From an optimization exercise on the open Yosys and OpenROAD flow, aimed at small area, a short achievable clock period and few clock cycles per item; shortcuts taken in it are not production practice.
Only simulation tests tie the RTL to the original design; equivalence was not proved.

--- design.v ---
`timescale 1ns/1ns
package sparse_cfg_pkg;
  localparam int LANES_DEF = 4;
  localparam int DATA_W_DEF = 8;
  localparam int ACC_W_DEF = 24;
  localparam int SHIFT_DEF = 4;
endpackage
`timescale 1ns/1ns
package ctrl_pkg;
  typedef enum logic [1:0] {
    IDLE  = 2'd0,
    ACCUM = 2'd1,
    DRAIN = 2'd2,
    HOLD  = 2'd3
  } ctrl_state_e;
  typedef enum logic [1:0] {
    MAC_HOLD  = 2'd0,
    MAC_START = 2'd1,
    MAC_ACC   = 2'd2,
    MAC_LAST  = 2'd3
  } mac_op_e;
endpackage
`timescale 1ns/1ns
module sparse_decoder #(
  parameter int LANES  = 4,
  parameter int DATA_W = 8
) (
  input  logic [LANES*DATA_W-1:0] act_packed,
  input  logic [LANES-1:0]        act_mask,
  output logic [LANES*DATA_W-1:0] lanes_d
);
  always_comb begin
    int idx;
    idx = 0;
    for (int i = 0; i < LANES; i++) begin
      lanes_d[i*DATA_W +: DATA_W] = '0;
      if (act_mask[i]) begin
        lanes_d[i*DATA_W +: DATA_W] = act_packed[idx*DATA_W +: DATA_W];
        idx = idx + 1;
      end
    end
  end
endmodule
`timescale 1ns/1ns
module mac_lanes #(
  parameter int LANES  = 4,
  parameter int DATA_W = 8,
  parameter int ACC_W  = 24
) (
  input  logic                    clk,
  input  logic [LANES*DATA_W-1:0] lanes_d,
  input  logic                    accept,
  input  logic                    weight_load,
  input  logic [LANES*DATA_W-1:0] weight_word,
  input  logic                    s1_en,
  input  logic                    acc_en,
  input  logic                    acc_clr,
  output logic [LANES*ACC_W-1:0]  acc_lanes
);
  localparam int NL = 2;
  logic [LANES*DATA_W-1:0] weight_q;
  logic [LANES*DATA_W-1:0] act_q;
  logic [NL-1:0]           lo_d  [LANES];
  logic [16:NL]            hs_d  [LANES];
  logic [16:NL]            hc_d  [LANES];
  logic [NL-1:0]           q_lo  [LANES];
  logic [16:NL]            q_hs  [LANES];
  logic [16:NL]            q_hc  [LANES];
  logic [ACC_W-1:0]        acc_q   [LANES];
  logic [ACC_W-1:0]        acc_sum [LANES];
  for (genvar i = 0; i < LANES; i++) begin : g_lane
    mul_tree mul (
      .a(act_q[i*DATA_W +: DATA_W]), .w(weight_q[i*DATA_W +: DATA_W]),
      .lo(lo_d[i]), .hi_s(hs_d[i]), .hi_c(hc_d[i])
    );
    acc_add add (
      .acc_in(acc_clr ? '0 : acc_q[i]),
      .lo(q_lo[i]), .hi_s(q_hs[i]), .hi_c(q_hc[i]), .sum(acc_sum[i])
    );
    assign acc_lanes[i*ACC_W +: ACC_W] = acc_q[i];
  end
  always_ff @(posedge clk) begin
    if (weight_load) begin
      weight_q <= weight_word;
    end
    if (accept) begin
      act_q <= lanes_d;
    end
    if (s1_en) begin
      for (int i = 0; i < LANES; i++) begin
        q_lo[i] <= lo_d[i];
        q_hs[i] <= hs_d[i];
        q_hc[i] <= hc_d[i];
      end
    end
    if (acc_en) begin
      for (int i = 0; i < LANES; i++) begin
        acc_q[i] <= acc_sum[i];
      end
    end
  end
endmodule
module mul_tree (
  input  logic [7:0]  a,
  input  logic [7:0]  w,
  output logic [1:0]  lo,       
  output logic [16:2] hi_s,     
  output logic [16:2] hi_c
);
  logic neg0, one0, two0, nneg0;
  logic pp0_0;
  logic pp0_1;
  logic pp0_2;
  logic pp0_3;
  logic pp0_4;
  logic pp0_5;
  logic pp0_6;
  logic pp0_7;
  logic pp0_8;
  logic neg1, one1, two1, nneg1;
  logic pp1_0;
  logic pp1_1;
  logic pp1_2;
  logic pp1_3;
  logic pp1_4;
  logic pp1_5;
  logic pp1_6;
  logic pp1_7;
  logic pp1_8;
  logic neg2, one2, two2, nneg2;
  logic pp2_0;
  logic pp2_1;
  logic pp2_2;
  logic pp2_3;
  logic pp2_4;
  logic pp2_5;
  logic pp2_6;
  logic pp2_7;
  logic pp2_8;
  logic neg3, one3, two3, nneg3;
  logic pp3_0;
  logic pp3_1;
  logic pp3_2;
  logic pp3_3;
  logic pp3_4;
  logic pp3_5;
  logic pp3_6;
  logic pp3_7;
  logic pp3_8;
  logic s1;
  logic c2;
  logic s3;
  logic c4;
  logic s5;
  logic c6;
  logic s7;
  logic c8;
  logic s9;
  logic c10;
  logic s11;
  logic c12;
  logic s13;
  logic c14;
  logic s15;
  logic c16;
  logic s17;
  logic c18;
  logic s19;
  logic c20;
  logic s21;
  logic c22;
  logic s23;
  logic c24;
  logic s25;
  logic c26;
  logic s27;
  logic c28;
  logic s29;
  logic c30;
  logic s31;
  logic c32;
  logic s33;
  logic c34;
  logic s35;
  logic c36;
  logic s37;
  logic c38;
  logic s39;
  logic c40;
  logic s41;
  logic c42;
  logic s43;
  logic c44;
  logic s45;
  logic c46;
  logic s47;
  logic c48;
  logic s49;
  logic c50;
  logic s51;
  logic c52;
  logic s53;
  logic c54;
  logic s55;
  logic c56;
  logic s57;
  logic c58;
  logic s59;
  logic c60;
  logic s61;
  logic c62;
  logic s63;
  logic c64;
  logic s65;
  logic c66;
  logic s67;
  logic c68;
  logic s69;
  logic c70;
  assign neg0 = w[1];
  assign nneg0 = ~w[1];
  assign one0 = w[0] ^ 1'b0;
  assign two0 = (w[1] & ~w[0] & ~1'b0) | (~w[1] & w[0] & 1'b0);
  assign pp0_0 = ((one0 & a[0]) | (two0 & 1'b0)) ^ neg0;
  assign pp0_1 = ((one0 & a[1]) | (two0 & a[0])) ^ neg0;
  assign pp0_2 = ((one0 & a[2]) | (two0 & a[1])) ^ neg0;
  assign pp0_3 = ((one0 & a[3]) | (two0 & a[2])) ^ neg0;
  assign pp0_4 = ((one0 & a[4]) | (two0 & a[3])) ^ neg0;
  assign pp0_5 = ((one0 & a[5]) | (two0 & a[4])) ^ neg0;
  assign pp0_6 = ((one0 & a[6]) | (two0 & a[5])) ^ neg0;
  assign pp0_7 = ((one0 & a[7]) | (two0 & a[6])) ^ neg0;
  assign pp0_8 = ((one0 & 1'b0) | (two0 & a[7])) ^ neg0;
  assign neg1 = w[3];
  assign nneg1 = ~w[3];
  assign one1 = w[2] ^ w[1];
  assign two1 = (w[3] & ~w[2] & ~w[1]) | (~w[3] & w[2] & w[1]);
  assign pp1_0 = ((one1 & a[0]) | (two1 & 1'b0)) ^ neg1;
  assign pp1_1 = ((one1 & a[1]) | (two1 & a[0])) ^ neg1;
  assign pp1_2 = ((one1 & a[2]) | (two1 & a[1])) ^ neg1;
  assign pp1_3 = ((one1 & a[3]) | (two1 & a[2])) ^ neg1;
  assign pp1_4 = ((one1 & a[4]) | (two1 & a[3])) ^ neg1;
  assign pp1_5 = ((one1 & a[5]) | (two1 & a[4])) ^ neg1;
  assign pp1_6 = ((one1 & a[6]) | (two1 & a[5])) ^ neg1;
  assign pp1_7 = ((one1 & a[7]) | (two1 & a[6])) ^ neg1;
  assign pp1_8 = ((one1 & 1'b0) | (two1 & a[7])) ^ neg1;
  assign neg2 = w[5];
  assign nneg2 = ~w[5];
  assign one2 = w[4] ^ w[3];
  assign two2 = (w[5] & ~w[4] & ~w[3]) | (~w[5] & w[4] & w[3]);
  assign pp2_0 = ((one2 & a[0]) | (two2 & 1'b0)) ^ neg2;
  assign pp2_1 = ((one2 & a[1]) | (two2 & a[0])) ^ neg2;
  assign pp2_2 = ((one2 & a[2]) | (two2 & a[1])) ^ neg2;
  assign pp2_3 = ((one2 & a[3]) | (two2 & a[2])) ^ neg2;
  assign pp2_4 = ((one2 & a[4]) | (two2 & a[3])) ^ neg2;
  assign pp2_5 = ((one2 & a[5]) | (two2 & a[4])) ^ neg2;
  assign pp2_6 = ((one2 & a[6]) | (two2 & a[5])) ^ neg2;
  assign pp2_7 = ((one2 & a[7]) | (two2 & a[6])) ^ neg2;
  assign pp2_8 = ((one2 & 1'b0) | (two2 & a[7])) ^ neg2;
  assign neg3 = w[7];
  assign nneg3 = ~w[7];
  assign one3 = w[6] ^ w[5];
  assign two3 = (w[7] & ~w[6] & ~w[5]) | (~w[7] & w[6] & w[5]);
  assign pp3_0 = ((one3 & a[0]) | (two3 & 1'b0)) ^ neg3;
  assign pp3_1 = ((one3 & a[1]) | (two3 & a[0])) ^ neg3;
  assign pp3_2 = ((one3 & a[2]) | (two3 & a[1])) ^ neg3;
  assign pp3_3 = ((one3 & a[3]) | (two3 & a[2])) ^ neg3;
  assign pp3_4 = ((one3 & a[4]) | (two3 & a[3])) ^ neg3;
  assign pp3_5 = ((one3 & a[5]) | (two3 & a[4])) ^ neg3;
  assign pp3_6 = ((one3 & a[6]) | (two3 & a[5])) ^ neg3;
  assign pp3_7 = ((one3 & a[7]) | (two3 & a[6])) ^ neg3;
  assign pp3_8 = ((one3 & 1'b0) | (two3 & a[7])) ^ neg3;
  assign s1 = neg3 ^ pp0_6;
  assign c2 = neg3 & pp0_6;
  assign s3 = pp0_7 ^ pp1_5;
  assign c4 = pp0_7 & pp1_5;
  assign s5 = pp0_8 ^ pp1_6;
  assign c6 = pp0_8 & pp1_6;
  assign s7 = nneg0 ^ 1'b1 ^ pp1_7;
  assign c8 = (nneg0 & 1'b1) | (nneg0 & pp1_7) | (1'b1 & pp1_7);
  assign s9 = 1'b1 ^ pp1_8;
  assign c10 = 1'b1 & pp1_8;
  assign s11 = neg1 ^ pp0_2;
  assign c12 = neg1 & pp0_2;
  assign s13 = pp0_3 ^ pp1_1;
  assign c14 = pp0_3 & pp1_1;
  assign s15 = neg2 ^ pp0_4 ^ pp1_2;
  assign c16 = (neg2 & pp0_4) | (neg2 & pp1_2) | (pp0_4 & pp1_2);
  assign s17 = pp0_5 ^ pp1_3 ^ pp2_1;
  assign c18 = (pp0_5 & pp1_3) | (pp0_5 & pp2_1) | (pp1_3 & pp2_1);
  assign s19 = pp1_4 ^ pp2_2 ^ pp3_0;
  assign c20 = (pp1_4 & pp2_2) | (pp1_4 & pp3_0) | (pp2_2 & pp3_0);
  assign s21 = pp2_3 ^ pp3_1 ^ c2;
  assign c22 = (pp2_3 & pp3_1) | (pp2_3 & c2) | (pp3_1 & c2);
  assign s23 = pp2_4 ^ pp3_2 ^ c4;
  assign c24 = (pp2_4 & pp3_2) | (pp2_4 & c4) | (pp3_2 & c4);
  assign s25 = pp2_5 ^ pp3_3 ^ c6;
  assign c26 = (pp2_5 & pp3_3) | (pp2_5 & c6) | (pp3_3 & c6);
  assign s27 = pp2_6 ^ pp3_4 ^ s9;
  assign c28 = (pp2_6 & pp3_4) | (pp2_6 & s9) | (pp3_4 & s9);
  assign s29 = nneg1 ^ pp2_7 ^ pp3_5;
  assign c30 = (nneg1 & pp2_7) | (nneg1 & pp3_5) | (pp2_7 & pp3_5);
  assign s31 = 1'b1 ^ pp2_8 ^ pp3_6;
  assign c32 = (1'b1 & pp2_8) | (1'b1 & pp3_6) | (pp2_8 & pp3_6);
  assign s33 = nneg2 ^ pp3_7;
  assign c34 = nneg2 & pp3_7;
  assign s35 = 1'b1 ^ pp3_8;
  assign c36 = 1'b1 & pp3_8;
  assign s37 = neg0 ^ pp0_0;
  assign c38 = neg0 & pp0_0;
  assign s39 = pp0_1 ^ c38;
  assign c40 = pp0_1 & c38;
  assign s41 = pp1_0 ^ s11 ^ c40;
  assign c42 = (pp1_0 & s11) | (pp1_0 & c40) | (s11 & c40);
  assign s43 = pp1_0 ^ s11;
  assign c44 = pp1_0 & s11;
  assign s45 = c12 ^ s13;
  assign c46 = c12 & s13;
  assign s47 = pp2_0 ^ c14 ^ s15;
  assign c48 = (pp2_0 & c14) | (pp2_0 & s15) | (c14 & s15);
  assign s49 = c16 ^ s17;
  assign c50 = c16 & s17;
  assign s51 = s1 ^ c18 ^ s19;
  assign c52 = (s1 & c18) | (s1 & s19) | (c18 & s19);
  assign s53 = s3 ^ c20 ^ s21;
  assign c54 = (s3 & c20) | (s3 & s21) | (c20 & s21);
  assign s55 = s5 ^ c22 ^ s23;
  assign c56 = (s5 & c22) | (s5 & s23) | (c22 & s23);
  assign s57 = s7 ^ c24 ^ s25;
  assign c58 = (s7 & c24) | (s7 & s25) | (c24 & s25);
  assign s59 = c8 ^ c26 ^ s27;
  assign c60 = (c8 & c26) | (c8 & s27) | (c26 & s27);
  assign s61 = c10 ^ s29 ^ c28;
  assign c62 = (c10 & s29) | (c10 & c28) | (s29 & c28);
  assign s63 = c30 ^ s31;
  assign c64 = c30 & s31;
  assign s65 = s33 ^ c32;
  assign c66 = s33 & c32;
  assign s67 = c34 ^ s35;
  assign c68 = c34 & s35;
  assign s69 = nneg3 ^ c36;
  assign c70 = nneg3 & c36;
  assign lo = {s39, s37};
  assign hi_s = {c70, c68, c66, c64, c62, c60, c58, c56, c54, c52, c50, c48, c46, c44, c40};
  assign hi_c = {1'b0, s69, s67, s65, s63, s61, s59, s57, s55, s53, s51, s49, s47, s45, s43};
endmodule
module acc_add (
  input  logic [23:0] acc_in,
  input  logic [1:0]  lo,
  input  logic [16:2] hi_s,
  input  logic [16:2] hi_c,
  output logic [23:0] sum
);
  logic s1;
  logic c2;
  logic s3;
  logic c4;
  logic s5;
  logic c6;
  logic s7;
  logic c8;
  logic s9;
  logic c10;
  logic s11;
  logic c12;
  logic s13;
  logic c14;
  logic s15;
  logic c16;
  logic s17;
  logic c18;
  logic s19;
  logic c20;
  logic s21;
  logic c22;
  logic s23;
  logic c24;
  logic s25;
  logic c26;
  logic s27;
  logic c28;
  logic s29;
  logic c30;
  logic [23:0] row_a, row_b;
  logic [7:0]  hi_dec;
  assign hi_dec = acc_in[23:16] - 8'd1;
  assign s1 = acc_in[2] ^ hi_s[2];
  assign c2 = acc_in[2] & hi_s[2];
  assign s3 = acc_in[3] ^ hi_s[3] ^ hi_c[3];
  assign c4 = (acc_in[3] & hi_s[3]) | (acc_in[3] & hi_c[3]) | (hi_s[3] & hi_c[3]);
  assign s5 = acc_in[4] ^ hi_s[4] ^ hi_c[4];
  assign c6 = (acc_in[4] & hi_s[4]) | (acc_in[4] & hi_c[4]) | (hi_s[4] & hi_c[4]);
  assign s7 = acc_in[5] ^ hi_s[5] ^ hi_c[5];
  assign c8 = (acc_in[5] & hi_s[5]) | (acc_in[5] & hi_c[5]) | (hi_s[5] & hi_c[5]);
  assign s9 = acc_in[6] ^ hi_s[6] ^ hi_c[6];
  assign c10 = (acc_in[6] & hi_s[6]) | (acc_in[6] & hi_c[6]) | (hi_s[6] & hi_c[6]);
  assign s11 = acc_in[7] ^ hi_s[7] ^ hi_c[7];
  assign c12 = (acc_in[7] & hi_s[7]) | (acc_in[7] & hi_c[7]) | (hi_s[7] & hi_c[7]);
  assign s13 = acc_in[8] ^ hi_s[8] ^ hi_c[8];
  assign c14 = (acc_in[8] & hi_s[8]) | (acc_in[8] & hi_c[8]) | (hi_s[8] & hi_c[8]);
  assign s15 = acc_in[9] ^ hi_s[9] ^ hi_c[9];
  assign c16 = (acc_in[9] & hi_s[9]) | (acc_in[9] & hi_c[9]) | (hi_s[9] & hi_c[9]);
  assign s17 = acc_in[10] ^ hi_s[10] ^ hi_c[10];
  assign c18 = (acc_in[10] & hi_s[10]) | (acc_in[10] & hi_c[10]) | (hi_s[10] & hi_c[10]);
  assign s19 = acc_in[11] ^ hi_s[11] ^ hi_c[11];
  assign c20 = (acc_in[11] & hi_s[11]) | (acc_in[11] & hi_c[11]) | (hi_s[11] & hi_c[11]);
  assign s21 = acc_in[12] ^ hi_s[12] ^ hi_c[12];
  assign c22 = (acc_in[12] & hi_s[12]) | (acc_in[12] & hi_c[12]) | (hi_s[12] & hi_c[12]);
  assign s23 = acc_in[13] ^ hi_s[13] ^ hi_c[13];
  assign c24 = (acc_in[13] & hi_s[13]) | (acc_in[13] & hi_c[13]) | (hi_s[13] & hi_c[13]);
  assign s25 = acc_in[14] ^ hi_s[14] ^ hi_c[14];
  assign c26 = (acc_in[14] & hi_s[14]) | (acc_in[14] & hi_c[14]) | (hi_s[14] & hi_c[14]);
  assign s27 = acc_in[15] ^ hi_s[15] ^ hi_c[15];
  assign c28 = (acc_in[15] & hi_s[15]) | (acc_in[15] & hi_c[15]) | (hi_s[15] & hi_c[15]);
  assign s29 = hi_dec[0] ^ hi_s[16] ^ hi_c[16];
  assign c30 = (hi_dec[0] & hi_s[16]) | (hi_dec[0] & hi_c[16]) | (hi_s[16] & hi_c[16]);
  assign row_a = {hi_dec[7], hi_dec[6], hi_dec[5], hi_dec[4], hi_dec[3], hi_dec[2], hi_dec[1], c28, c26, c24, c22, c20, c18, c16, c14, c12, c10, c8, c6, c4, c2, hi_c[2], acc_in[1], acc_in[0]};
  assign row_b = {1'b0, 1'b0, 1'b0, 1'b0, 1'b0, 1'b0, c30, s29, s27, s25, s23, s21, s19, s17, s15, s13, s11, s9, s7, s5, s3, s1, lo[1], lo[0]};
  assign sum = row_a + row_b;
endmodule
`timescale 1ns/1ns
module result_encoder #(
  parameter int LANES     = 4,
  parameter int DATA_W    = 8,
  parameter int ACC_W     = 24,
  parameter int OUT_SHIFT = 4
) (
  input  logic                    clk,
  input  logic [LANES*ACC_W-1:0]  acc_lanes,
  input  logic                    out_load,
  output logic [LANES*DATA_W-1:0] out_packed,
  output logic [LANES-1:0]        out_mask
);
  logic [LANES*DATA_W-1:0] packed_d;
  logic [LANES-1:0]        mask_d;
  function automatic int ones(input int m);
    ones = 0;
    for (int b = 0; b < LANES; b++) begin
      ones = ones + ((m >> b) & 1);
    end
  endfunction
  logic [DATA_W-1:0] q  [LANES];
  logic [LANES-1:0]  nz;
  always_comb begin
    for (int i = 0; i < LANES; i++) begin
      logic [ACC_W-1:0] a;
      logic             neg, ovf;
      a     = acc_lanes[i*ACC_W +: ACC_W];
      neg   = a[ACC_W-1];
      ovf   = |a[ACC_W-2:OUT_SHIFT+DATA_W];
      q[i]  = (a[OUT_SHIFT +: DATA_W] | {DATA_W{ovf}}) & {DATA_W{!neg}};
      nz[i] = !neg && (ovf || (|a[OUT_SHIFT +: DATA_W]));
    end
  end
  always_comb begin
    logic [LANES-1:0] sel [LANES];    
    for (int k = 0; k < LANES; k++) begin
      sel[k] = '0;
    end
    for (int j = 0; j < LANES; j++) begin
      for (int m = 0; m < (1 << j); m++) begin
        if ((nz & LANES'((1 << j) - 1)) == LANES'(m)) begin
          sel[ones(m)][j] = 1'b1;
        end
      end
    end
    for (int k = 0; k < LANES; k++) begin
      packed_d[k*DATA_W +: DATA_W] = '0;
      for (int j = k; j < LANES; j++) begin
        packed_d[k*DATA_W +: DATA_W] = packed_d[k*DATA_W +: DATA_W] | (q[j] & {DATA_W{sel[k][j]}});
      end
    end
    mask_d = nz;
  end
  always_ff @(posedge clk) begin
    if (out_load) begin
      out_packed <= packed_d;
      out_mask   <= mask_d;
    end
  end
endmodule
`timescale 1ns/1ns
module flow_controller (
  input  logic clk,
  input  logic rst_n,
  input  logic weights_valid,
  output logic weights_ready,
  input  logic act_valid,
  input  logic act_last,
  output logic act_ready,
  output logic out_valid,
  input  logic out_ready,
  output logic accept,       
  output logic weight_load,
  output logic s1_en,        
  output logic acc_en,       
  output logic acc_clr,      
  output logic out_load      
);
  logic in_group;
  logic v0, last0, first0;
  logic v1, last1, first1;
  logic pend;
  logic stall;
  logic v0_n, v1_n, pend_n, out_valid_n, in_group_n, act_ready_n, first1_n, acc_en_n;
  assign accept      = act_valid && act_ready;
  assign weight_load = weights_valid && weights_ready;
  assign stall    = pend && out_valid;
  assign s1_en    = !stall;
  assign out_load = pend && !stall;
  always_comb begin
    in_group_n  = accept ? !act_last : in_group;
    v0_n        = accept || (v0 && stall);
    v1_n        = stall ? v1 : v0;
    pend_n      = stall ? pend : (v1 && last1);
    out_valid_n = out_load || (out_valid && !out_ready);
    act_ready_n = !(v0_n && pend_n && out_valid_n);
    first1_n    = stall ? first1 : first0;
    acc_en_n    = v1_n && !(pend_n && out_valid_n);
  end
  always_ff @(posedge clk or negedge rst_n) begin
    if (!rst_n) begin
      in_group      <= 1'b0;
      v0            <= 1'b0;
      v1            <= 1'b0;
      pend          <= 1'b0;
      out_valid     <= 1'b0;
      act_ready     <= 1'b0;
      weights_ready <= 1'b0;
      acc_en        <= 1'b0;
      acc_clr       <= 1'b0;
    end else begin
      in_group      <= in_group_n;
      v0            <= v0_n;
      v1            <= v1_n;
      pend          <= pend_n;
      out_valid     <= out_valid_n;
      act_ready     <= act_ready_n;
      weights_ready <= act_ready_n && !in_group_n;
      acc_en        <= acc_en_n;
      acc_clr       <= acc_en_n && first1_n;
    end
  end
  always_ff @(posedge clk) begin
    if (accept) begin
      last0  <= act_last;
      first0 <= !in_group;
    end
    if (s1_en) begin
      last1  <= last0;
      first1 <= first0;
    end
  end
endmodule
`timescale 1ns/1ns
module sparse_top #(
  parameter int LANES     = sparse_cfg_pkg::LANES_DEF,
  parameter int DATA_W    = sparse_cfg_pkg::DATA_W_DEF,
  parameter int ACC_W     = sparse_cfg_pkg::ACC_W_DEF,
  parameter int OUT_SHIFT = sparse_cfg_pkg::SHIFT_DEF
) (
  input  logic                    clk,
  input  logic                    rst_n,
  input  logic [LANES*DATA_W-1:0] weights_in,
  input  logic                    weights_valid,
  output logic                    weights_ready,
  input  logic [LANES*DATA_W-1:0] act_packed,
  input  logic [LANES-1:0]        act_mask,
  input  logic                    act_last,
  input  logic                    act_valid,
  output logic                    act_ready,
  output logic [LANES*DATA_W-1:0] out_packed,
  output logic [LANES-1:0]        out_mask,
  output logic                    out_valid,
  input  logic                    out_ready
);
  logic [LANES*DATA_W-1:0] lanes_d;
  logic [LANES*ACC_W-1:0]  acc_lanes;
  logic accept, weight_load, s1_en, acc_en, acc_clr, out_load;
  flow_controller controller (
    .clk(clk), .rst_n(rst_n),
    .weights_valid(weights_valid), .weights_ready(weights_ready),
    .act_valid(act_valid), .act_last(act_last), .act_ready(act_ready),
    .out_valid(out_valid), .out_ready(out_ready),
    .accept(accept), .weight_load(weight_load),
    .s1_en(s1_en), .acc_en(acc_en), .acc_clr(acc_clr), .out_load(out_load)
  );
  sparse_decoder #(.LANES(LANES), .DATA_W(DATA_W)) decoder (
    .act_packed(act_packed), .act_mask(act_mask), .lanes_d(lanes_d)
  );
  mac_lanes #(.LANES(LANES), .DATA_W(DATA_W), .ACC_W(ACC_W)) mac (
    .clk(clk),
    .lanes_d(lanes_d), .accept(accept),
    .weight_load(weight_load), .weight_word(weights_in),
    .s1_en(s1_en), .acc_en(acc_en), .acc_clr(acc_clr), .acc_lanes(acc_lanes)
  );
  result_encoder #(
    .LANES(LANES), .DATA_W(DATA_W), .ACC_W(ACC_W), .OUT_SHIFT(OUT_SHIFT)
  ) encoder (
    .clk(clk),
    .acc_lanes(acc_lanes), .out_load(out_load),
    .out_packed(out_packed), .out_mask(out_mask)
  );
endmodule
--- run.sh ---
#!/bin/bash
# synth_recipe.tcl (not shown) runs the flow's synth.tcl, then flattens the netlist and writes it again
# the make line also repeats each setting of config.mk as NAME=value (left out here)
make -C /OpenROAD-flow-scripts/flow DESIGN_CONFIG=/design/flow/config.mk WORK_HOME=/design/flow/orfs CLKGATE_MAP_FILE= SYNTH_SCRIPT=/design/flow/synth_recipe.tcl finish
--- config.mk ---
export PLATFORM = sky130hd
export DESIGN_NAME = sparse_top
export DESIGN_NICKNAME = sparse_top
export VERILOG_FILES = /design/flow/design.v
export SDC_FILE = /design/flow/constraint.sdc
export NUM_CORES = 4
export LEC_CHECK = 0
export ABC_AREA = 1
export CAP_MARGIN = 20
export CORE_MARGIN = 2
export CORE_UTILIZATION = 40
export SETUP_SLACK_MARGIN = 4.3
export SLEW_MARGIN = 20
--- constraint.sdc ---
create_clock -name core_clock -period 7.0 [get_ports {clk}]
set_input_delay 1.4000 -clock core_clock [delete_from_list [all_inputs] [get_ports {clk}]]
set_output_delay 1.4000 -clock core_clock [all_outputs]
set_load 0.01 [all_outputs]
==> results of run 1 <==
-- per-stage QoR --
step	worst slack [ps]	std cells	instance area [µm²]
CTS	4100	3878	30100
detailed placement	2830	3756	27600
floorplan	4040	2842	25700
global placement	2920	3756	27600
global route	3960	3933	31100
finish	4090	3933	31100
-- worst paths after layout --
path	to	depth (start not counted)
min in group asynchronous	controller.weights_ready	1
worst min-delay path	controller.last1	0
worst max-delay path	mac.acc_q[3][19]	11
worst max register to register	mac.acc_q[3][19]	11
worst min register to register	controller.last1	0
max in group asynchronous	controller.acc_en	1
-- layout make-up --
cell class | instances | share of cell area, %
Multi-Input combinational cell | 1885 | 46.5
Sequential cell | 333 | 32.0
Inverter | 583 | 7.15
Timing Repair Buffer | 218 | 6.33
Clock buffer | 46 | 3.42
Tap cell | 837 | 3.36
Clock inverter | 22 | 0.635
Timing Repair inverter | 9 | 0.623
-- cells in the mapped netlist (all sizes together) (25+ instances only) --
| cell | n | area share (%) |
|---|---|---|
| xor2 | 191 | 6.8 |
| a21oi | 94 | 1.9 |
| ha | 158 | 7.9 |
| edfxtp | 323 | 39 |
| nand3 | 162 | 3.3 |
| o22ai | 116 | 2.9 |
| o21ai | 103 | 2.1 |
| inv | 571 | 8.6 |
| nand2 | 584 | 9.0 |
| fa | 116 | 9.3 |
| nor2 | 250 | 3.8 |
| buf | 25 | 0.70 |
-- routing by layer --
metal	up-vias	track usage (%)	part of all wire, %
met3	112	2.33	4.1
met4	0	6.66	2.9
li1	9646	-	-
met5	-	0	0
met2	473	35.8	49
met1	9440	26.2	44
-- logic make-up (layout without fill, tap and decap cells) --
family                     Yosys count  in the layout
and+or+nand+nor                   1060           1060
buffers and inverters              624            878
AOI/OAI and AO/OA                  344            344
DFF                                333            333
adders and majority gates          274            274
xor gates and xnor gates           207            207
-- flip-flops by register name, summed over array words and instances, names as in the netlist, 4 cells and up --
name                flops
encoder.out_mask        4
encoder.out_packed     32
mac.acc_q              96
mac.act_q              32
mac.q_hc               56
mac.q_hs               60
mac.q_lo                8
mac.weight_q           32
-- timing repair --
| action | 4_1_cts | 5_1_grt |
|---|---|---|
| endpoints found under the hold margin | 0 | 0 |
| setup endpoints to repair | 214 | 135 |
| gates resized for setup | 258 | 173 |
| buffers inserted | 43 | 54 |
| pin swaps | 54 | 63 |
| cloned | 11 | 1 |
| hold buffers | 0 | 0 |
-- worst max-delay path: stages, from the launching register on --
cell	delay, ps
dfrtp_2	500
buf_16	300
buf_4	180
nor2_1	60
fa_1	590
ha_4	240
a21o_1	220
nor2_2	160
nor2_1	60
nor2_1	110
nand2_2	100
xor2_1	140
==> results.cfg, run 1 <==
[run_status]
status = finished clean

[layout]
final_common_cell = inv_1
final_cell_mix = inv_1 (506), nand2_1 (466), edfxtp_1 (323), nor2_1 (193), xor2_1 (189)
regArea_mm2 = 0.00995
drive_gt1_share_pct = 19.5
num-fill-cells = 5729
utilization_pct = 50.5
nNetsFinal = 3418
multi_input_area_mm2 = 0.0145
area_delta_synth_final_pct = 25.1
n_antenna_cell = 0

[logic_synthesis]
synth_area_per_cell_um2 = 8.76
ys_ff_latch = 333
synth_fa_ha_area_share_pct = 17.3
yosys.cell_types.count = 47
synth_edf_count = 323
synthXorXnorAreaFrac_pct = 7.32
synthMuxAreaShare_pct = 0
synth_area_mm2 = 0.0249
synth_fp_nets = 3190
synth_compound_area_share_pct = 7.80
ys_warn_count = 18
synthCells = 2842
synth-simple-area-share_pct = 17.9
ys_seq_area_share_pct = 40.0
async_flop_share_pct = 2.70
synth_flop_cell = edfxtp_1
synth_top_family_by_area = simple AND/OR/NAND/NOR gates

[route]
firstDrtPassIters = 5
wirelength_um = 65800
drt-initial-drc-count = 1228
routed_via_density = 5.00
detail_route.wl_per_cell_um = 16.7
vias = 19700
ant_nets = 0
drc_errors = 0

[timing]
fmax_ghz = 0.343
finalSetupViolations = 0
finalCritPeriodShare_pct = 41.6
drv_slew = 0
fin_crit_ps = 2910
rsz0062_at_grt = yes
fin_hold_ws_ps = 422
hold_viol = 0
finClkSkew_ps = 13.1
setup_tns_ps = 0
worst_slew_pin_slew_ps = 937
max_slew_margin_pct = 37.5

[setup_path]
cp.required_ps = 7310
arrival_ps = 3220
worstSetupStartpoint = controller.acc_clr
reg2reg_from = controller.acc_clr
start_kind = flip-flop
cp-end-kind = flip-flop
rrSetupSlack_ps = 4090
worst-setup-path-type = flip-flop to flip-flop
crit_fanout = 9

[floorplanning]
die_area_mm2 = 0.0642
rows = 91
die_y_um = 253
ios = 113
initial_utilization_pct = 40.4
core_mm2 = 0.0616
fp.dieW_um = 253

[worst_hold_path]
hp-class = flip-flop to flip-flop
worstHoldStart = controller.last0

[grt]
grt_max_degree = 73
grt_overflow = 0
grtUsageTotal_pct = 20.4
grt_pass1_wl_um = 104000
antenna_found_initial = 0
first_global_vias = 19600

[placed_design]
hpwl_um = 48400
routabilityCongestion = 0.929
portBuffers = 112

[clock_network]
cts_buffers = 40
cts_root_buf = clkbuf_16
htreeDepth = 2
path_clk_slew_ps = 60
clock_latency_ps = 560
cts_max_path_buffers = 3
clock-sinks = 333
cts_tree = done

[flow_run]
drv_cap = 0
Testbench counts, summed over its fixed seeds: cycles 11,168, groups 2,400.
==> inputs of run 2 (changes only) <==
--- a/config.mk
+++ b/config.mk
@@ -7,3 +7,2 @@
 export LEC_CHECK = 0
-export ABC_AREA = 1
 export CAP_MARGIN = 20
@@ -11,3 +10,3 @@
 export CORE_UTILIZATION = 40
-export SETUP_SLACK_MARGIN = 4.3
+export SETUP_SLACK_MARGIN = 4
 export SLEW_MARGIN = 20
==> results.cfg, run 2 <==
[layout]
n_antenna_cell = 0
top_register = mac.acc_q
final_cell_mix = edfxtp_1 (323), inv_1 (285), nand2_1 (278), nor2_1 (174), buf_4 (138)
final_common_cell = edfxtp_1
top_regs = mac.acc_q x96, mac.q_hs x60, mac.q_hc x56
largest_reg_flops = 96
area_delta_synth_final_pct = 25.3
final_cell_count_no_fill = 3722
fin_area_mm2 = 0.0318
drive_gt1_share_pct = 18.8
nNetsFinal = 3191
utilization_pct = 50.6

[route]
detail_route.wl_per_cell_um = 17.2
firstDrtPassIters = 7
ant_nets = 0
routed_via_density = 5.26
wirelength_um = 64100
drt-initial-drc-count = 1472
drc_errors = 0
vias = 19600

[worst_hold_path]
min_path_cells = 0
hp-class = flip-flop to flip-flop

[floorplanning]
fp.dieW_um = 256
core_mm2 = 0.0629
initial_utilization_pct = 40.4
die_y_um = 256
die_area_mm2 = 0.0655
rows = 92
ios = 113

[timing]
rsz0062_at_grt = yes
finalSetupViolations = 0
hold_viol = 0
finalCritPeriodShare_pct = 51.7
max_slew_margin_pct = 35.2
finClkSkew_ps = 15.3
fmax_ghz = 0.276
setup_tns_ps = 0
fin_crit_ps = 3620
worst_slew_pin_slew_ps = 972
drv_slew = 0

[logic_synthesis]
synth_fp_nets = 2986
synth_top_cells_by_count = edfxtp_1 (323), nand2_1 (309), inv_1 (307)
yosys.cell_types.count = 87
synth_area_leaders = edfxtp_1 (38%), fa_1 (9.1%), ha_1 (7.8%), nand2_1 (4.6%), inv_1 (4.5%)
yosysMostFrequentCell = edfxtp_1
synthCells = 2638
ys_ff_latch = 333
ys_seq_area_share_pct = 39.2
async_flop_share_pct = 2.70
synth_top_area_cell = edfxtp_1
ys_warn_count = 18
synth_area_per_cell_um2 = 9.62
synth_top_area_share_pct = 38.2
synth_flop_cell = edfxtp_1
synth_edf_count = 323
synth_area_mm2 = 0.0254

[run_status]
status = finished clean

[setup_path]
critPathSlowestCell = dfrtp_2
rrSetupSlack_ps = 3380
crit_fanout = 5
start_kind = flip-flop
cp-end-kind = flip-flop
cp.required_ps = 7320
worst-setup-path-type = flip-flop to flip-flop
path_cells = buf_6, buf_16, nor2b_4, fa_1, ha_1, or3_1, o21ai_0, o31ai_4, a2111oi_4, or2_4, nor4_4, xnor2_1
arrival_ps = 3940
slowest_delay_ps = 500
reg2reg_depth = 12

[placed_design]
hpwl_um = 43200
placed_cells = 3458
place_area_mm2 = 0.0276
routabilityCongestion = 0.888
portBuffers = 112

[clock_network]
cts_root_buf = clkbuf_16
cts_hold_buf = 0
cts_tree = done
cts_buffers = 41
clock_latency_ps = 570
clock-sinks = 333
path_clk_slew_ps = 60
htreeDepth = 2
cts_max_path_buffers = 3

[grt]
grtUsageTotal_pct = 19.0
first_global_vias = 18900
antenna_found_initial = 0
grt_overflow = 0
grt_max_degree = 78
grt_pass1_wl_um = 102000

[flow_run]
drv_cap = 0
run 2: changes by cell type in the layout (fill, tap and decap cells not counted), moves of 53 or more:
cell     change
inv_1      -221
nand2_1    -188
xor2_1     -153
nand3_1     -83
nand2_2     -76
a21oi_1     +65
nor2b_1     +64
xnor2_1     +61
o22ai_1     -53
run 2: cell type report:
cell class | instances | area, µm²
fillers | 5616 | 31000
clock buffers | 50 | 1160
repair buffers | 307 | 2980
clock inverters | 26 | 293
well taps | 846 | 1060
multi-input cells | 1845 | 15100
inverters | 311 | 1190
flip-flops and latches | 333 | 9950
repair inverters | 4 | 68.8
run 2: cells by family (layout without fill, tap and decap cells):
group	Yosys count	after routing	synth area share [%]
AND/OR/NAND/NOR	784	784	14.2
AO/OA/AOI/OAI	600	600	15.2
buffers and inverters	460	698	6.89
flip-flops	333	333	39.2
adder cells (fa/ha/maj)	312	312	18.4
XOR/XNOR	119	119	4.14
multiplexers	30	30	2.01
run 2: final timing paths:
check	startpoint	to
setup / recovery	controller.acc_clr	mac.acc_q[3][23]
hold / removal	controller.last0	controller.last1
setup reg to reg	controller.acc_clr	mac.acc_q[3][23]
hold reg to reg	controller.last0	controller.last1
max in group asynchronous	rst_n	controller.acc_en
min in group asynchronous	rst_n	controller.weights_ready
run 2: per-stage QoR:
stage	hold WS, ps	setup slack (ps)
finish	420	3380
floorplan	400	3400
CTS	424	3370
global placement	405	2550
global route	438	3230
detailed placement	410	2470
run 2: worst max-delay path, delay by kind of cell, from the launching register on:
family / cells / cell delay (ps)
DFF: 1 / 500
adders and majority gates: 2 / 800
AOI/OAI and AO/OA: 3 / 840
and+or+nand+nor: 4 / 800
xor gates and xnor gates: 1 / 130
buffers and inverters: 2 / 310
run 2: what timing repair did:
item                       in CTS  in global routing
setup endpoints to repair     154                118
gates cloned                    8                  0
pin swaps                      95                 86
setup buffers                 105                 74
resized for setup             167                103
run 2: layer usage:
layer | wire (µm) | track usage [%]
met1 | 30300 | 27.5
met2 | 28700 | 29.8
met3 | 3350 | 2.37
met4 | 1780 | 5.51
met5 | 0 | 0
==> inputs of run 3 (changes only) <==
--- a/config.mk
+++ b/config.mk
@@ -7,2 +7,3 @@
 export LEC_CHECK = 0
+export ABC_AREA = 1
 export CAP_MARGIN = 20
==> results.cfg, run 3 <==
[logic_synthesis]
synth_top_area_cell = edfxtp_1
synth_area_mm2 = 0.0249
ys_ff_latch = 333
synth_area_leaders = edfxtp_1 (39%), fa_1 (9.3%), nand2_1 (8.7%), inv_1 (8.4%), ha_1 (7.9%)
synth_area_per_cell_um2 = 8.76
synth_flop_cell = edfxtp_1
yosysMostFrequentCell = nand2_1
yosys.cell_types.count = 47
ys_seq_area_share_pct = 40.0
synth_top_cells_by_count = nand2_1 (575), inv_1 (560), edfxtp_1 (323)
synth_fp_nets = 3190
synth_edf_count = 323
ys_warn_count = 18
async_flop_share_pct = 2.70
synthCells = 2842
synth_top_area_share_pct = 39.0

[floorplanning]
die_y_um = 253
core_mm2 = 0.0616
initial_utilization_pct = 40.4
rows = 91
ios = 113
fp.dieW_um = 253
die_area_mm2 = 0.0642

[worst_hold_path]
hp-class = flip-flop to flip-flop
min_to = controller.last1
worstHoldStart = controller.last0
min_path_cells = 0

[grt]
grt_overflow = 0
antenna_found_initial = 0
grt_pass1_wl_um = 101000
grt_max_degree = 80
first_global_vias = 18900
grtUsageTotal_pct = 20.0

[layout]
area_delta_synth_final_pct = 20.6
multi_input_area_mm2 = 0.0136
regArea_mm2 = 0.00995
n_antenna_cell = 0
largest_reg_flops = 96
final_common_cell = inv_1
top_regs = mac.acc_q x96, mac.q_hs x60, mac.q_hc x56
final_cell_mix = inv_1 (547), nand2_1 (521), edfxtp_1 (323), nor2_1 (219), xor2_1 (190)
final_cell_count_no_fill = 3895
top_register = mac.acc_q
drive_gt1_share_pct = 12.7
fin_area_mm2 = 0.0300
num-fill-cells = 5779
nNetsFinal = 3372

[flow_run]
drv_cap = 0

[route]
drc_errors = 0
detail_route.wl_per_cell_um = 16.4
routed_via_density = 4.98
ant_nets = 0
vias = 19400
firstDrtPassIters = 7
drt-initial-drc-count = 1310
wirelength_um = 63900

[clock_network]
htreeDepth = 2
clock-sinks = 333
cts_root_buf = clkbuf_16
clock_latency_ps = 570
cts_buffers = 43
path_clk_slew_ps = 60
cts_tree = done
cts_max_path_buffers = 3
cts_hold_buf = 0

[timing]
fmax_ghz = 0.338
fin_crit_ps = 2960
setup_tns_ps = 0
rsz0062_at_grt = yes
worst_slew_pin_slew_ps = 981
hold_viol = 0
finalCritPeriodShare_pct = 42.3
finalSetupViolations = 0
drv_slew = 0
setup_ws_ps = 4040
max_slew_margin_pct = 34.6
finClkSkew_ps = 11.2

[placed_design]
placed_cells = 3756
place_area_mm2 = 0.0270
pre_cts_ws_ps = 2550
routabilityCongestion = 0.920
portBuffers = 112
hpwl_um = 47000

[setup_path]
rrSetupSlack_ps = 4040
crit_fanout = 6
arrival_ps = 3290
reg2reg_from = controller.acc_clr
start_kind = flip-flop
worst-setup-path-type = flip-flop to flip-flop
cp-end-kind = flip-flop
reg2reg_depth = 17
cp.required_ps = 7330
r2r_end = mac.acc_q[2][23]

[run_status]
status = finished clean
==> run 3: how the worst max path moves through the flow <==
stage / from / end / slack (ps) / cells past startpoint
6_report: controller.acc_clr / mac.acc_q[2][23] / 4040 / 17
5_1_grt: controller.acc_clr / mac.acc_q[2][23] / 3880 / 17
4_1_cts: controller.acc_clr / mac.acc_q[1][22] / 3960 / 16
3_5_place_dp: act_mask[0] / mac.act_q[28] / 2550 / 10
3_3_place_gp: act_mask[0] / mac.act_q[28] / 2640 / 10
2_1_floorplan: controller.acc_clr / mac.acc_q[0][21] / 4000 / 20
==> run 3: what timing repair did <==
action                     4_1_cts  5_1_grt
buffers inserted                22       30
gates resized for setup         77      181
pin swaps                        5       34
setup endpoints to repair      131      107
cloned                           6        2
==> run 3: final cells by class <==
type / instances / area share (%)
timing repair buffer: 172 / 5.60
inverter: 583 / 7.37
tap: 837 / 3.49
clock inverter: 23 / 0.579
timing repair inverter: 6 / 0.463
clock buffer: 56 / 3.99
multi-input combinational: 1885 / 45.4
sequential: 333 / 33.1
==> run 3: logic make-up after synthesis <==
logic type | share of synthesized area, %
and+or+nand+nor | 17.9
buffers and inverters | 9.75
AOI/OAI and AO/OA | 7.80
DFF | 40.0
adders and majority gates | 17.3
xor gates and xnor gates | 7.32
==> run 3: critical path: stages (launching register included) <==
cell	delay, ps
dfrtp_2	450
buf_12	150
buf_16	190
clkinv_16	100
buf_12	100
nand2_1	60
fa_1	530
inv_1	60
ha_4	310
nand2_2	90
nor3_2	170
nand2_1	80
nand2_2	90
nand2_1	90
nand2_2	90
nand2_1	50
nand2_1	50
nand2_1	40
==> run 3: per-stage QoR <==
step / utilization (%) / hold slack, ps
floorplan: - / 400
global placement: 43.8 / 401
detailed placement: 43.8 / 412
CTS: 47.1 / 424
global route: 48.7 / 424
finish: 48.7 / 425
==> run 3: layer usage <==
layer  GRT usage, %  up-vias  wire [µm]
met1           27.1     9169      28800
met3           2.98       99       3540
met2           32.8      542      29800
met5              0        -          0
li1               -     9575          -
met4           6.76        0       1820
==> inputs of run 4 (changes only) <==
--- a/config.mk
+++ b/config.mk
@@ -11,3 +11,3 @@
 export CORE_UTILIZATION = 40
-export SETUP_SLACK_MARGIN = 4
+export SETUP_SLACK_MARGIN = 3.6
 export SLEW_MARGIN = 20
==> results.cfg, run 4 <==
[floorplanning]
ios = 113
die_area_mm2 = 0.0642
die_y_um = 253
rows = 91
core_mm2 = 0.0616
fp.dieW_um = 253
initial_utilization_pct = 40.4

[route]
wirelength_um = 60800
drt-initial-drc-count = 1343
vias = 18700
firstDrtPassIters = 5
routed_via_density = 4.89
drc_errors = 0
detail_route.wl_per_cell_um = 15.9
ant_nets = 0

[timing]
finalSetupViolations = 0
max_slew_margin_pct = 27.5
setup_tns_ps = 0
finClkSkew_ps = 19.0
fmax_ghz = 0.312
hold_viol = 0
rsz0062_at_grt = no
worst_slew_pin_slew_ps = 1080
drv_slew = 0
finalCritPeriodShare_pct = 45.7
fin_crit_ps = 3200

[setup_path]
endpoint = mac.acc_q[3][20]
worstSetupStartpoint = controller.acc_clr
cp-end-kind = flip-flop
worst-setup-path-type = flip-flop to flip-flop
start_kind = flip-flop
crit_fanout = 30
rrSetupSlack_ps = 3800
cp.required_ps = 7320
arrival_ps = 3520
reg2reg_depth = 13
r2r_end = mac.acc_q[3][20]
reg2reg_from = controller.acc_clr

[layout]
n_antenna_cell = 0
nNetsFinal = 3314
utilization_pct = 46.0
top_regs = mac.acc_q x96, mac.q_hs x60, mac.q_hc x56
largest_reg_flops = 96
num-fill-cells = 5986
top_register = mac.acc_q
final_cell_mix = nand2_1 (574), inv_1 (558), edfxtp_1 (323), nor2_1 (244), xor2_1 (190)
final_common_cell = nand2_1
area_delta_synth_final_pct = 13.7
drive_gt1_share_pct = 4.11

[logic_synthesis]
synth_area_per_cell_um2 = 8.76
synth_flop_cell = edfxtp_1
yosysMostFrequentCell = nand2_1
synth_fp_nets = 3190
ys_warn_count = 18
synth_area_leaders = edfxtp_1 (39%), fa_1 (9.3%), nand2_1 (8.7%), inv_1 (8.4%), ha_1 (7.9%)
synthCells = 2842
async_flop_share_pct = 2.70
synth_top_cells_by_count = nand2_1 (575), inv_1 (560), edfxtp_1 (323)
synth_edf_count = 323
ys_seq_area_share_pct = 40.0
ys_ff_latch = 333
synth_top_area_share_pct = 39.0
yosys.cell_types.count = 47
synth_area_mm2 = 0.0249
synth_top_area_cell = edfxtp_1

[run_status]
status = finished clean

[clock_network]
cts_root_buf = clkbuf_16
cts_tree = done
cts_max_path_buffers = 3
cts_buffers = 40
clock_latency_ps = 570
htreeDepth = 2
cts_hold_buf = 0
clock-sinks = 333
path_clk_slew_ps = 60

[placed_design]
hpwl_um = 47100
portBuffers = 112
routabilityCongestion = 0.931

[flow_run]
drv_cap = 0

[grt]
grt_pass1_wl_um = 98200
first_global_vias = 18700
grt_max_degree = 76
grt_overflow = 0
grtUsageTotal_pct = 19.2
antenna_found_initial = 2

[worst_hold_path]
hp-class = flip-flop to flip-flop
[run 4: cell counts after synthesis]
Identical to the previous run, type by type.
[run 4: critical path, stage by stage, from the launching register on]
cell	delay, ps
dfrtp_1	380
buf_8	220
inv_8	230
nand2_1	110
fa_1	540
inv_1	40
ha_1	350
nand2_1	130
nor3_1	300
nand3_1	120
nand3_1	240
nand2_1	100
nand2_1	80
nand2_1	80
[run 4: area by class of cell]
class                   count  area [µm²]  share of cell area [%]
multi-input cells        1885       12600                    44.3
flip-flops and latches    333        9950                    35.1
inverters                 583        2220                    7.84
repair buffers            121        1200                    4.23
clock buffers              49        1060                    3.73
well taps                 837        1050                    3.70
clock inverters            23         267                   0.942
repair inverters            2        20.0                  0.0707
[run 4: worst min path at each step]
| stage | start | to | slack, ps | cells past startpoint |
|---|---|---|---|---|
| after floorplan | controller.last0 | controller.last1 | 400 | 0 |
| after global placement | controller.last0 | controller.last1 | 410 | 0 |
| after detailed placement | controller.last0 | controller.last1 | 420 | 0 |
| after CTS | controller.last0 | controller.last1 | 430 | 0 |
| after global routing | controller.last0 | controller.last1 | 430 | 0 |
| final | controller.last0 | controller.last1 | 430 | 0 |
[run 4: per-layer routing]
| metal | global-route usage [%] | wire (µm) |
|---|---|---|
| met5 | 0 | 0 |
| met4 | 5.33 | 1370 |
| met3 | 2.49 | 2560 |
| met2 | 32.3 | 28500 |
| met1 | 26.1 | 28400 |
[run 4: cells by family after synthesis]
group | Yosys count | synth area share [%]
adder cells (fa/ha/maj) | 274 | 17.3
AND/OR/NAND/NOR | 1060 | 17.9
XOR/XNOR | 207 | 7.32
buffers and inverters | 624 | 9.75
AO/OA/AOI/OAI | 344 | 7.80
flip-flops | 333 | 40.0
[run 4: stage by stage]
step                setup WS [ps]  std cells  area [µm²]  hold WS, ps
global route                 3620       3833       28300          431
floorplan                    3790       2842       24900          400
CTS                          3650       3832       28300          430
finish                       3800       3833       28300          426
detailed placement           1990       3756       26900          416
global placement             2160       3756       26900          407
[run 4: timing repair]
item | 4_1_cts | 5_1_grt
setup buffers | 3 | 0
gates resized for setup | 9 | 9
endpoints found under the setup margin | 75 | 38
pin swaps | 1 | 0
gates cloned | 1 | 1
==> inputs of run 5 (changes only) <==
--- a/config.mk
+++ b/config.mk
@@ -11,3 +11,3 @@
 export CORE_UTILIZATION = 40
-export SETUP_SLACK_MARGIN = 3.6
+export SETUP_SLACK_MARGIN = 3.8
 export SLEW_MARGIN = 20
==> results.cfg, run 5 <==
[run_status]
status = finished clean

[setup_path]
crit_fanout = 22
cp.required_ps = 7320
worst-setup-path-type = flip-flop to flip-flop
crit_path_frequent_cell = nor2_1
arrival_ps = 3400
path_cells = clkbuf_16, buf_4, clkinv_16, nand2_1, fa_1, inv_1, ha_1, a21oi_1, nor2_1, nor2_1, nor2_1, nor2_1, nand3_1, nand3_1, nand2_1
start_kind = flip-flop
cp-end-kind = flip-flop
crit_buf_inv = 4
path_delay_family = adder cells
slowest_delay_ps = 540
critPathSlowestCell = fa_1

[layout]
final_cell_mix = nand2_1 (568), inv_1 (558), edfxtp_1 (323), nor2_1 (243), xor2_1 (190)
nNetsFinal = 3330
num-fill-cells = 6014
n_antenna_cell = 0
area_delta_synth_final_pct = 15.0
final_common_cell = nand2_1
drive_gt1_share_pct = 5.61
largest_reg_flops = 96
top_regs = mac.acc_q x96, mac.q_hs x60, mac.q_hc x56
top_register = mac.acc_q

[clock_network]
cts_max_path_buffers = 3
path_clk_slew_ps = 60
cts_tree = done
clock_latency_ps = 570
clock-sinks = 333
cts_buffers = 40
cts_root_buf = clkbuf_16
htreeDepth = 2
cts_hold_buf = 0

[grt]
grt_max_degree = 78
grt_overflow = 0
antenna_found_initial = 1
first_global_vias = 18600
grtUsageTotal_pct = 19.3
grt_pass1_wl_um = 98000

[logic_synthesis]
ys_seq_area_share_pct = 40.0
ys_warn_count = 18
yosys.cell_types.count = 47
async_flop_share_pct = 2.70
synth_fp_nets = 3190
synthCells = 2842
synth_edf_count = 323
synth_top_area_cell = edfxtp_1
synth_area_leaders = edfxtp_1 (39%), fa_1 (9.3%), nand2_1 (8.7%), inv_1 (8.4%), ha_1 (7.9%)
synth_area_per_cell_um2 = 8.76
synth_flop_cell = edfxtp_1
synth_top_area_share_pct = 39.0
yosysMostFrequentCell = nand2_1
synth_top_cells_by_count = nand2_1 (575), inv_1 (560), edfxtp_1 (323)
ys_ff_latch = 333
synth_area_mm2 = 0.0249

[timing]
worst_slew_pin_slew_ps = 1030
finClkSkew_ps = 16.3
setup_tns_ps = 0
rsz0062_at_grt = yes
finalSetupViolations = 0
fmax_ghz = 0.325
finalCritPeriodShare_pct = 44.0
drv_slew = 0
hold_viol = 0
fin_crit_ps = 3080
max_slew_margin_pct = 31.2

[placed_design]
hpwl_um = 47200
routabilityCongestion = 0.909
portBuffers = 112

[floorplanning]
rows = 91
initial_utilization_pct = 40.4
ios = 113
die_area_mm2 = 0.0642
fp.dieW_um = 253
core_mm2 = 0.0616
die_y_um = 253

[route]
vias = 18900
detail_route.wl_per_cell_um = 16.1
drc_errors = 0
routed_via_density = 4.92
firstDrtPassIters = 7
wirelength_um = 62100
drt-initial-drc-count = 1183
ant_nets = 0

[flow_run]
drv_cap = 0

[worst_hold_path]
hp-class = flip-flop to flip-flop
[run 5: cell counts after synthesis]
Identical to the previous run, type by type.
[run 5: per-stage QoR]
stage | util [%] | area [µm²] | setup slack [ps] | instances | hold slack, ps
2_1_floorplan | - | 24900 | 3800 | 2842 | 400
3_3_place_gp | 43.6 | 26900 | 2160 | 3756 | 407
3_5_place_dp | 43.6 | 26900 | 2030 | 3756 | 409
4_1_cts | 45.9 | 28300 | 3810 | 3832 | 426
5_1_grt | 46.5 | 28600 | 3720 | 3847 | 437
6_report | 46.5 | 28600 | 3920 | 3847 | 420
[run 5: cell families after synthesis]
kind of cell / Yosys count / share of synthesized area [%]
flops: 333 / 40.0
compound gates: 344 / 7.80
simple gates: 1060 / 17.9
fa+ha+maj: 274 / 17.3
xor+xnor: 207 / 7.32
buf+inv: 624 / 9.75
[run 5: area by class of cell]
class	count	area (µm²)	area share [%]
multi-input cells	1885	12700	44.3
flip-flops and latches	333	9950	34.8
inverters	583	2220	7.75
repair buffers	136	1360	4.73
well taps	837	1050	3.66
clock buffers	44	1040	3.62
clock inverters	26	270	0.944
repair inverters	3	71.3	0.249
[run 5: path summary, 6_finish.rpt]
check                                        start                 to  slack (ps)  depth (start not counted)
min in group asynchronous                    rst_n      controller.v0        1150                          1
worst max register to register  controller.acc_clr   mac.acc_q[1][23]        3920                         15
max in group asynchronous                    rst_n  controller.acc_en        5500                          1
worst min register to register    controller.last0   controller.last1         420                          0
worst min-delay path              controller.last0   controller.last1         420                          0
worst max-delay path            controller.acc_clr   mac.acc_q[1][23]        3920                         15
[run 5: layer usage]
metal / global-route usage [%] / part of all wire, % / vias up
met5: 0 / 0 / -
met4: 5.51 / 2.9 / 0
met3: 2.57 / 4.5 / 118
met2: 32.1 / 46 / 467
met1: 26.2 / 47 / 8874
li1: - / - / 9480
[run 5: what timing repair did]
item                       in CTS  in global routing
gates resized for setup        11                 51
hold endpoints to repair        0                  0
buffers inserted                4                 13
pin swaps                       1                  1
setup endpoints to repair      92                 71
cloned                          2                  2
==> inputs of run 6 (changes only) <==
--- a/config.mk
+++ b/config.mk
@@ -10,3 +10,3 @@
 export CORE_MARGIN = 2
-export CORE_UTILIZATION = 40
+export CORE_UTILIZATION = 60
 export SETUP_SLACK_MARGIN = 3.8
==> results.cfg, run 6 <==
[grt]
antenna_found_initial = 0
first_global_vias = 18900
grt_max_degree = 68
grt_overflow = 0
grt_pass1_wl_um = 95800
grtUsageTotal_pct = 27.5

[logic_synthesis]
synthXorXnorAreaFrac_pct = 7.32
ys_seq_area_share_pct = 40.0
yosysMostFrequentCell = nand2_1
synth_fa_ha_area_share_pct = 17.3
synth_edf_count = 323
synth_area_mm2 = 0.0249
yosys.cell_types.count = 47
ys_warn_count = 18
synth_compound_area_share_pct = 7.80
synth_flop_cell = edfxtp_1
synth_top_area_share_pct = 39.0
synthCells = 2842
synth_area_per_cell_um2 = 8.76
synth_top_area_cell = edfxtp_1
synth_area_leaders = edfxtp_1 (39%), fa_1 (9.3%), nand2_1 (8.7%), inv_1 (8.4%), ha_1 (7.9%)
synth_top_cells_by_count = nand2_1 (575), inv_1 (560), edfxtp_1 (323)
synth-simple-area-share_pct = 17.9
synthMuxAreaShare_pct = 0
ys_ff_latch = 333
synth_top_family_by_area = simple AND/OR/NAND/NOR gates
synth_fp_nets = 3190
async_flop_share_pct = 2.70

[placed_design]
pre_cts_ws_ps = 2010
place_area_mm2 = 0.0265
hpwl_um = 44900
routabilityCongestion = 0.993
portBuffers = 112

[timing]
finalSetupViolations = 0
worst_slew_pin_slew_ps = 835
rsz0062_at_grt = yes
max_slew_margin_pct = 44.3
setup_ws_ps = 3920
drv_slew = 0
setup_tns_ps = 0
fin_hold_ws_ps = 426
fin_crit_ps = 3080
finClkSkew_ps = 18.0
finalCritPeriodShare_pct = 44.0
fmax_ghz = 0.325
hold_viol = 0

[floorplanning]
ios = 113
die_area_mm2 = 0.0431
core_mm2 = 0.0409
rows = 74
die_y_um = 208
fp.dieW_um = 208
initial_utilization_pct = 60.8

[layout]
final_cell_mix = nand2_1 (571), inv_1 (559), edfxtp_1 (323), nor2_1 (243), xor2_1 (190)
num-fill-cells = 3316
nNetsFinal = 3316
largest_reg_flops = 96
fin_area_mm2 = 0.0281
utilization_pct = 68.8
drive_gt1_share_pct = 5.01
top_register = mac.acc_q
n_antenna_cell = 0
top_regs = mac.acc_q x96, mac.q_hs x60, mac.q_hc x56
final_common_cell = nand2_1
area_delta_synth_final_pct = 13.1

[route]
routed_via_density = 5.44
detail_route.wl_per_cell_um = 16.7
wirelength_um = 59000
drc_errors = 0
ant_nets = 0
drt-initial-drc-count = 1281
firstDrtPassIters = 5
vias = 19200

[setup_path]
worst-setup-path-type = flip-flop to flip-flop
crit_path_frequent_cell = nand2_1
critPathSlowestCell = fa_1
reg2reg_from = controller.acc_clr
start_kind = flip-flop
r2r_end = mac.acc_q[1][21]
worstSetupStartpoint = controller.acc_clr
cp.required_ps = 7310
cp-end-kind = flip-flop
crit_fanout = 30
crit_buf_inv = 3
rrSetupSlack_ps = 3920
arrival_ps = 3390
path_delay_family = adder cells
reg2reg_depth = 14
path_cells = buf_12, inv_16, nand2_1, fa_1, inv_1, ha_1, a21oi_1, nand2_1, a21oi_1, nand2_2, nand3_1, nand2_1, nand2_1, nand2_1
endpoint = mac.acc_q[1][21]
slowest_delay_ps = 480
path_depth = 14

[clock_network]
cts_max_path_buffers = 3
clock_latency_ps = 570
cts_buffers = 39
cts_hold_buf = 0
cts_tree = done
path_clk_slew_ps = 60
cts_root_buf = clkbuf_16
htreeDepth = 2
clock-sinks = 333

[worst_hold_path]
hp-class = flip-flop to flip-flop
worstHoldStart = controller.last0

[run_status]
status = finished clean

[flow_run]
drv_cap = 0
==> run 6: worst register-to-register path, cell delays in order, from the launching register on <==
cell     delay, ps
dfrtp_1        400
buf_12         190
inv_16         240
nand2_1        110
fa_1           480
inv_1           50
ha_1           370
a21oi_1        310
nand2_1        110
a21oi_1        160
nand2_2        120
nand3_1        130
nand2_1         60
nand2_1         60
nand2_1         60
==> run 6: final cells by class <==
class | count | area [µm²] | share of cell area (%)
clock buffer | 49 | 1120 | 3.97
clock inverter | 21 | 274 | 0.974
timing repair buffer | 124 | 1230 | 4.36
multi-input combinational | 1885 | 12700 | 45.0
inverter | 583 | 2220 | 7.88
tap | 532 | 666 | 2.37
timing repair inverter | 2 | 31.3 | 0.111
sequential | 333 | 9950 | 35.4
==> run 6: logic make-up after synthesis <==
kind of cell,count (synthesis)
buf+inv,624
xor+xnor,207
compound gates,344
flops,333
fa+ha+maj,274
simple gates,1060
==> run 6: metal layers <==
layer	routed length [µm]	share of wire, %	global-route usage (%)
met1	24900	42	35.3
met2	28700	49	47.8
met3	3670	6.2	4.58
met4	1800	3.0	8.61
met5	0	0	0
==> run 6: worst min-delay path by stage <==
stage	cells after the start	slack (ps)	to
detailed placement	0	410	controller.last1
finish	0	430	controller.last1
global placement	0	400	controller.last1
floorplan	0	400	controller.last1
CTS	0	420	controller.last1
global route	0	430	controller.last1
==> run 6: timing repair <==
| item | CTS | global route |
|---|---|---|
| pin swaps | 1 | 2 |
| cloned | 2 | 0 |
| setup buffers | 3 | 3 |
| endpoints found under the setup margin | 89 | 72 |
| gates resized for setup | 12 | 37 |
==> run 6: metrics by stage <==
| step | instances |
|---|---|
| after floorplan | 2842 |
| after global placement | 3451 |
| after detailed placement | 3451 |
| after CTS | 3526 |
| after global routing | 3529 |
| final | 3529 |

-- port drivers added, routing unchanged --
In the flow no input, the clock included, has a driving cell. The finished layouts below were timed again as built, in two steps.
Step 1: set_driving_cell puts a clkbuf_16 on clk and a buf_2 on each other input, an assumption about the parent block.
Step 2, shift: input delay + t, output delay - t, t = (earliest + latest rising clock arrival at the registers) / 2. This alone moves slack from input paths to output paths.
a / b / c = ideal / step 1 / step 2; a / b = the first two.
| run | t (ns) | setup WS [ns] | latest minus earliest clock arrival (ns) |
|---|---|---|---|
| run 1 | 0.613 | 4.085 / 4.085 / 3.848 | 0.016 / 0.015 |
| run 2 | 0.617 | 3.380 / 3.380 / 3.380 | 0.016 / 0.016 |
| run 3 | 0.619 | 4.038 / 4.012 / 3.577 | 0.012 / 0.013 |
| run 4 | 0.615 | 3.799 / 3.799 / 3.308 | 0.022 / 0.021 |
| run 5 | 0.619 | 3.923 / 3.923 / 3.361 | 0.017 / 0.017 |
| run 6 | 0.615 | 3.922 / 3.922 / 3.384 | 0.019 / 0.019 |
After both steps setup and hold are still met in every run listed. For run 5, which loses most, drivers alone change the setup slack by 0.000 ns; drivers and shift together by -0.562 ns.
